From an optimization exercise on the open Yosys and OpenROAD flow, aimed at a short achievable clock period and few clock cycles; shortcuts taken in it are not production practice.
Where RTL was checked, it was by simulation tests only, not by an equivalence proof against the original.
The clock input has no modelled driver; a real chip could not lean on it and would need a root buffer or a full tree.

==> v29 <==
## lsp_prev_engine
module lsp_prev_engine
#(
  parameter int M      = 10,
  parameter int NP     = 4,
  parameter int SHIFT  = 3,
  parameter int ADDR_W = 11,
  parameter int DATA_W = 32
) (
  input  logic              clk,
  input  logic              reset,
  input  logic              start,
  input  logic              mode,
  input  logic [ADDR_W-1:0] x_base,
  input  logic [ADDR_W-1:0] g_base,
  input  logic [ADDR_W-1:0] fp_base,
  input  logic [ADDR_W-1:0] fg_base,
  input  logic [ADDR_W-1:0] out_base,
  input  logic [DATA_W-1:0] readIn,
  output logic [ADDR_W-1:0] readAddr,
  output logic [ADDR_W-1:0] writeAddr,
  output logic [DATA_W-1:0] writeOut,
  output logic              writeEn,
  output logic              busy,
  output logic              done
);
  localparam logic signed [31:0] MAX_32 = 32'sh7FFF_FFFF;
  localparam logic signed [31:0] MIN_32 = 32'sh8000_0000;
  ...
export LEC_CHECK = 0
export ABC_CLOCK_PERIOD_IN_PS = 3000
export CAP_MARGIN = 20
export CORE_MARGIN = 2
export CORE_UTILIZATION = 55
export SLEW_MARGIN = 20
export SYNTH_HIERARCHICAL = 1
create_clock -name core_clock -period 13.0 [get_ports {clk}]
standard.sh (not shown) runs the stock make flow with config.mk's settings and CLKGATE_MAP_FILE= SYNTH_SCRIPT=/design/flow/synth_recipe.tcl, a recipe that flattens the netlist after the stock synthesis.
==> flow/flow/run.sh <==
#!/bin/bash
# The standard layout (standard.sh), with:
#  - repair_timing aiming for a large setup margin (the SDC and its clock
#    period are unchanged) and resizing not limited to the same footprint;
#  - flow/cts_tree.tcl in place of TritonCTS: a balanced two-level clock
#    tree of inverter pairs (the clock port drives 4 root clkinv_16, each
#    drives leaf clkinv_8, each leaf drives a cluster of registers).
# make's full output goes to flow_make.log; ORFS's per-step logs stay in orfs/logs.
set -euo pipefail
bash standard.sh SETUP_SLACK_MARGIN=9.6 MATCH_CELL_FOOTPRINT=0 \
  PRE_CTS_TCL="$PWD/flow/cts_tree.tcl" \
  TREE_ROOT_CELL=sky130_fd_sc_hd__clkinv_16 TREE_LEAF_CELL=sky130_fd_sc_hd__clkinv_8 \
  finish > flow_make.log 2>&1
Other scripts of this flow, unchanged in this note and not shown: flow/flow/cts_tree.tcl
==> v32 (differences from v29) <==
--- a/flow/flow/run.sh
+++ b/flow/flow/run.sh
@@ -8,5 +8,5 @@
 # make's full output goes to flow_make.log; ORFS's per-step logs stay in orfs/logs.
 set -euo pipefail
-bash standard.sh SETUP_SLACK_MARGIN=9.6 MATCH_CELL_FOOTPRINT=0 \
+bash standard.sh SETUP_SLACK_MARGIN=10.0 MATCH_CELL_FOOTPRINT=0 \
   PRE_CTS_TCL="$PWD/flow/cts_tree.tcl" \
   TREE_ROOT_CELL=sky130_fd_sc_hd__clkinv_16 TREE_LEAF_CELL=sky130_fd_sc_hd__clkinv_8 \
==> impl_metrics.env <==
export IMPL_tightest_slew_ns=1.31
export IMPL_finalWorstSetupSlack_ns=9.68
export IMPL_critPathLaunch="r_pp[46]"
export IMPL_layout_drive_gt1_share=0.320
export IMPL_use_met2=0.482
export IMPL_wl_met2_um=42000
export IMPL_hold_path_end="r_x[14]"
export IMPL_final_area_um2=37400
export IMPL_status="finished clean"
export IMPL_nNetsFinal=3518
export IMPL_post_route_min_period_ns=3.32
export IMPL_cp_num_cells=8
export IMPL_sh_seq_area=0.320
That was v32.
==> impl_metrics.env <==
export IMPL_critPathLaunch="r_ts[6]"
export IMPL_hold_path_end="r_x[2]"
export IMPL_tightest_slew_ns=1.20
export IMPL_status="finished clean"
export IMPL_nNetsFinal=3351
export IMPL_use_met2=0.444
export IMPL_cp_num_cells=11
export IMPL_final_area_um2=33600
export IMPL_post_route_min_period_ns=3.40
That was v29.
No run of this note included a check of the RTL's function; only the layout flow was run. No run of this note takes its clock network from TritonCTS; it comes from the design's own scripts or RTL.

========
==> inputs of onyx <==
lsp_prev_engine, a different RTL version from the one above (not shown whole).
==> flow/config.mk <==
export PLATFORM = sky130hd
export DESIGN_NAME = lsp_prev_engine
export DESIGN_NICKNAME = lsp_prev_engine
export VERILOG_FILES = /design/flow/design.v
export SDC_FILE = /design/flow/constraint.sdc
export NUM_CORES = 4
export LEC_CHECK = 0
export ABC_CLOCK_PERIOD_IN_PS = 3000
export CAP_MARGIN = 20
export CORE_MARGIN = 2
export CORE_UTILIZATION = 55
export SLEW_MARGIN = 20
export SYNTH_HIERARCHICAL = 1
==> flow/constraint.sdc <==
create_clock -name core_clock -period 13.0 [get_ports {clk}]
set_input_delay 2.6000 -clock core_clock [delete_from_list [all_inputs] [get_ports {clk}]]
set_output_delay 2.6000 -clock core_clock [all_outputs]
set_load 0.01 [all_outputs]
==> flow/flow/run.sh <==
#!/bin/bash
# The standard layout (standard.sh), with:
#  - repair_timing aiming for a large setup margin (10 ns) (the SDC and its clock
#    period are unchanged) and resizing not limited to the same footprint;
#  - flow/cts_tree.tcl in place of TritonCTS: a balanced two-level clock
#    tree of inverter pairs (the clock port drives 4 root clkinv_16, each
#    drives leaf clkinv_8, each leaf drives a cluster of registers).
# make's full output goes to flow_make.log; ORFS's per-step logs stay in orfs/logs.
set -euo pipefail
bash standard.sh SETUP_SLACK_MARGIN=10.0 MATCH_CELL_FOOTPRINT=0 \
  PRE_CTS_TCL="$PWD/flow/cts_tree.tcl" \
  TREE_ROOT_CELL=sky130_fd_sc_hd__clkinv_16 TREE_LEAF_CELL=sky130_fd_sc_hd__clkinv_8 \
  finish > flow_make.log 2>&1
Other scripts of this flow, unchanged in this note and not shown: flow/flow/cts_tree.tcl
==> cedar: changes against onyx <==
==> flow/flow/run.sh (replaced) <==
#!/bin/bash
# The standard layout (standard.sh), with:
#  - repair_timing aiming for a large setup margin (the SDC and its clock
#    period are unchanged) and resizing not limited to the same footprint;
#  - flow/cts_tree.tcl in place of TritonCTS: a balanced two-level clock
#    tree of inverter pairs (the clock port drives 4 root clkinv_16, each
#    drives leaf clkinv_8, each leaf drives a cluster of registers).
# make's full output goes to flow_make.log; ORFS's per-step logs stay in orfs/logs.
set -euo pipefail
bash standard.sh SETUP_SLACK_MARGIN=9.6 MATCH_CELL_FOOTPRINT=0 \
  PRE_CTS_TCL="$PWD/flow/cts_tree.tcl" \
  TREE_ROOT_CELL=sky130_fd_sc_hd__clkinv_16 TREE_LEAF_CELL=sky130_fd_sc_hd__clkinv_8 \
  finish > flow_make.log 2>&1
==> run notes <==
outcome=timing/DRC/antenna clean; setup bufs post-CTS=26; Final GP Congestion=0.8914; Endpoint, Worst Hold=r_x[3]; reg2reg setup slack=9680 ps; FF+latch area=11290 um^2; top sig layer=met5
-- figures above: cedar

==> run notes <==
outcome=timing/DRC/antenna clean; Endpoint, Worst Hold=r_x[5]; setup bufs post-CTS=118; FF+latch area=11390 um^2; Post-synth top cells=dfxtp_1 (476), inv_1 (324), xnor2_1 (305); row cnt=87; Final GP Congestion=0.8695; reg2reg setup slack=9690 ps
-- figures above: onyx

Testbench counts of onyx, summed over its fixed seeds: cycles 20,262.
Testbench counts of cedar, summed over its fixed seeds: cycles 20,262.
No run of this note takes its clock network from TritonCTS; it comes from the design's own scripts or RTL.

## re-timing with driven ports
In the flow no input, the clock included, has a driving cell. The finished layouts below were timed again as built, in two steps.
Step 1 assumes that a clkbuf_16 drives the clock port and a buf_2 every other input.
Step 2 times the ports against the registers' clock, not the clock port: input delays grow and output delays shrink by t, the midpoint of the rising clock arrivals with the driver on.
Three values: ideal ports, drivers, drivers and shift; two values: the first two.
| run | shift t [ns] | setup WS [ns] | worst setup path at the end | clock arrival spread, ns | worst register clock-pin slew, ns |
|---|---|---|---|---|---|
| v29 | 0.471 | 9.598 / 9.378 / 9.428 | input to register | 0.088 / 0.091 | 0.10 / 0.11 |
| v32 | 0.477 | 9.678 / 9.470 / 9.517 | input to register | 0.049 / 0.048 | 0.10 / 0.10 |
| onyx | 0.480 | 9.690 / 9.431 / 9.578 | input to register | 0.068 / 0.068 | 0.11 / 0.11 |
| cedar | 0.467 | 9.634 / 9.375 / 9.440 | input to register | 0.084 / 0.089 | 0.10 / 0.10 |
After both steps setup and hold are still met in every run listed. For cedar, which loses most, drivers alone change the setup slack by -0.259 ns; drivers and shift together by -0.194 ns.
